Background: an optimization exercise with open tools, aiming at small area, a short achievable clock period and few clock cycles per item. Do not read the settings as production practice.
Where RTL was checked, it was by simulation tests only, not by an equivalence proof against the original.
No activity file was given, so power comes from the tool's default toggle rates.

## rev 12
## mac_array_acc
module mac_array_acc #(
  parameter int DATA_WIDTH = 8,
  parameter int ACC_WIDTH  = 32,
  parameter int LANES      = 4,
  parameter int LEN_W      = 16
) (
  input  logic                        clk,
  input  logic                        rst_n,
  input  logic                        start,
  input  logic [LEN_W-1:0]            vec_len,
  input  logic [LANES*ACC_WIDTH-1:0]  bias,
  input  logic                        sat_en,
  input  logic                        in_valid,
  output logic                        in_ready,
  input  logic [LANES*DATA_WIDTH-1:0] operand_a,
  input  logic [LANES*DATA_WIDTH-1:0] operand_b,
  output logic                        out_valid,
  input  logic                        out_ready,
  output logic [LANES*ACC_WIDTH-1:0]  out_data,
  output logic [LANES-1:0]            overflow,
  output logic                        busy
);
Size: about 2500 cells after synthesis.
export LEC_CHECK = 0
export ABC_AREA = 1
export CAP_MARGIN = 20
export CORE_MARGIN = 2
export CORE_UTILIZATION = 55
export SETUP_SLACK_MARGIN = 2.0
export SLEW_MARGIN = 20
create_clock -name core_clock -period 5.5 [get_ports {clk}]
standard.sh (not shown) runs the stock make flow with config.mk's settings and CLKGATE_MAP_FILE= SYNTH_SCRIPT=/design/flow/synth_recipe.tcl, a recipe that flattens the netlist after the stock synthesis.
==> flow/flow/run.sh <==
#!/bin/bash
# The standard layout, with the smallest plain buffer on every port in
# place of the default port buffer cell, and a clock tree without dummy
# loads and with larger sink clusters.
set -euo pipefail
bash standard.sh \
  'BUFFER_PORTS_ARGS=-buffer_cell sky130_fd_sc_hd__buf_1' \
  'CTS_ARGS=-sink_clustering_enable -repair_clock_nets -dont_use_dummy_load -sink_clustering_size 30 -sink_clustering_max_diameter 80' \
  finish > standard.log 2>&1
Testbench counts of rev 12, summed over its fixed seeds: cycles 5,840, jobs 320.
Here is what was changed in the inputs of rev 13 compared with rev 12.
# rev 12
export LEC_CHECK = 0
export ABC_AREA = 1
export CAP_MARGIN = 20
export CORE_MARGIN = 2
export CORE_UTILIZATION = 55
export SETUP_SLACK_MARGIN = 2.0
export SLEW_MARGIN = 20
create_clock -name core_clock -period 5.5 [get_ports {clk}]
# rev 13
export LEC_CHECK = 0
export ABC_AREA = 1
export CAP_MARGIN = 20
export CORE_MARGIN = 2
export CORE_UTILIZATION = 55
export SETUP_SLACK_MARGIN = 3.2
export SLEW_MARGIN = 20
create_clock -name core_clock -period 5.5 [get_ports {clk}]
[summary]
- Rev 13 against rev 12: sum of buffers and inverters on the critical path picked up an extra 1, first-pass detailed-route iteration total now sits higher, total routing usage reported by global routing rose 5.3 points, routing usage on met2 rose 11 points, clock buffer count rose by 1.
- Worst reg2reg path depth: rev 13 vs rev 12 up 1

---

Another version of the RTL of mac_array_acc (not shown whole).
Size in the first run: ~2500 cells after synthesis, roughly 270 flip-flops, about 350 I/O pins, roughly 19000 um2 of cells after synthesis.
export LEC_CHECK = 0
export ABC_AREA = 1
export CAP_MARGIN = 20
export CORE_MARGIN = 2
export CORE_UTILIZATION = 62
export SETUP_SLACK_MARGIN = 2.4
export SLEW_MARGIN = 20
create_clock -name core_clock -period 5.5 [get_ports {clk}]
Scripts as last shown in full above: flow/flow/run.sh
Testbench counts at the start, summed over its fixed seeds: cycles 5,840, jobs 320.
Edit:
--- a/flow/config.mk
+++ b/flow/config.mk
@@ -6,8 +6,8 @@
 export NUM_CORES = 4
 export LEC_CHECK = 0
-export ABC_AREA = 1
+export ABC_AREA = 0
 export CAP_MARGIN = 20
 export CORE_MARGIN = 2
-export CORE_UTILIZATION = 62
+export CORE_UTILIZATION = 55
 export SETUP_SLACK_MARGIN = 2.4
 export SLEW_MARGIN = 20
Result:
- non-clock buffer count came out higher by 71
- fmax came out lower by 5.3%
- clock power came out higher by about 27%
- final cell count came out higher by 8.1%
- wire length came out higher by about 26%
- setup slack got worse by 0.17 ns
- worst hold slack got worse by 0.10 ns

---

Another version of the RTL of mac_array_acc (not shown whole).
Size: ~2800 cells after synthesis, roughly 220 flip-flops, about 350 I/O pins, about 0.020 mm^2 of cells after synthesis.
clock: 5.5 ns
lec_check: 0
abc_area: 1
cap_margin: 20
core_margin: 2
core_utilization: 40
setup_slack_margin: 1.3
slew_margin: 20
Scripts as last shown in full above: flow/flow/run.sh
The first run finished with timing, DRC and antenna clean.
Testbench counts at the start, summed over its fixed seeds: cycles 5,520, jobs 320.
Edit:
- SETUP_SLACK_MARGIN: 1.3 -> default
Final cell count went down by 3.2%.
Clock skew came out higher by 8.5 ps.
Die area stays the same.
Routed wire length came out lower by 8.1%.
Combinational power came out lower by 20%.
Global-route usage drops by 0.66 points.
Cell area decreases by 13%.
Edit:
- SETUP_SLACK_MARGIN: default -> 0.8
=> The changed run passed the timing, design-rule and antenna checks; global-route usage is about the same; clock skew fell by 11 ps; combinational power rose slightly.

---

the baseline:
mac_array_acc, a different RTL version from the one above (not shown whole).
For scale: roughly 220 flip-flops, ~350 I/O pins.
Design mac_array_acc, start of the top module:
module mac_array_acc #(
  parameter int DATA_WIDTH = 8,
  parameter int ACC_WIDTH  = 32,
  parameter int LANES      = 4,
  parameter int LEN_W      = 16
) (
  input  logic                        clk,
  input  logic                        rst_n,
  input  logic                        start,
  input  logic [LEN_W-1:0]            vec_len,
  input  logic [LANES*ACC_WIDTH-1:0]  bias,
  input  logic                        sat_en,
  input  logic                        in_valid,
  output logic                        in_ready,
  input  logic [LANES*DATA_WIDTH-1:0] operand_a,
  input  logic [LANES*DATA_WIDTH-1:0] operand_b,
  output logic                        out_valid,
  input  logic                        out_ready,
  output logic [LANES*ACC_WIDTH-1:0]  out_data,
  output logic [LANES-1:0]            overflow,
  output logic                        busy
);
==> flow/config.mk <==
export PLATFORM = sky130hd
export DESIGN_NAME = mac_array_acc
export DESIGN_NICKNAME = mac_array_acc
export VERILOG_FILES = /design/flow/design.v
export SDC_FILE = /design/flow/constraint.sdc
export NUM_CORES = 4
export LEC_CHECK = 0
export ABC_AREA = 1
export CAP_MARGIN = 20
export CORE_MARGIN = 2
export CORE_UTILIZATION = 40
export SLEW_MARGIN = 20
==> flow/constraint.sdc <==
create_clock -name core_clock -period 5.5 [get_ports {clk}]
set_input_delay 1.1000 -clock core_clock [delete_from_list [all_inputs] [get_ports {clk}]]
set_output_delay 1.1000 -clock core_clock [all_outputs]
set_load 0.01 [all_outputs]
Scripts as last shown in full above: flow/flow/run.sh
No stage failed in the baseline, and the final checks on the layout all came back clean.
What the candidate does differently from the baseline at the input level:
- setting SETUP_SLACK_MARGIN to 0.8 for the first time
### Flow results
The candidate finished every step from synthesis to the final layout, and the layout passed the timing, design-rule and antenna checks. Summary of the candidate over the baseline: overflow left after global routing neither gained nor lost much, count of antenna diodes in the layout lower, internal power consumption now larger. Delta (the candidate minus the baseline): area of the die neither gained nor lost much; growth of design area from synthesis to finish picked up an extra 4.6 points.
Function was not checked in any run of this note: the RTL went through the layout flow alone.

what the ideal ports hide:
In the flow no input, the clock included, has a driving cell. The finished layouts below were timed again as built, in two steps.
Step 1 sets driving cells, clkbuf_16 on the clock port and buf_2 on the other inputs (assumed; they add their load-dependent delay and slew).
Step 2 times the ports against the registers' clock, not the clock port: input delays grow and output delays shrink by t, the midpoint of the rising clock arrivals with the driver on.
Slacks: ideal ports / drivers / drivers and shift; pairs: ideal ports / drivers.
run	t (ns)	slack for setup (ns)	slew at the worst register clock pin (ns)	pins driven straight from the clock port
rev 12	0.544	2.143 / 2.151 / 1.628	0.10 / 0.10	1
rev 13	0.568	2.424 / 2.424 / 2.066	0.11 / 0.11	1
the first run of note 2	0.533	2.450 / 2.450 / 1.999	0.11 / 0.11	1
the second run of note 2	0.590	2.279 / 2.279 / 1.930	0.10 / 0.10	1
the first run of note 3	0.597	1.139 / 1.079 / 0.889	0.10 / 0.10	1
the second run of note 3	0.575	0.684 / 0.629 / 0.455	0.09 / 0.09	1
the third run of note 3	0.573	1.007 / 0.955 / 0.620	0.09 / 0.09	1
the baseline	0.537	0.365 / 0.317 / 0.474	0.10 / 0.10	1
the candidate	0.547	0.944 / 0.892 / 0.584	0.10 / 0.10	1
After both steps every run listed still meets setup and hold. The setup slack of rev 12, which loses most, moves by +0.008 ns with the drivers and by -0.515 ns with both steps.
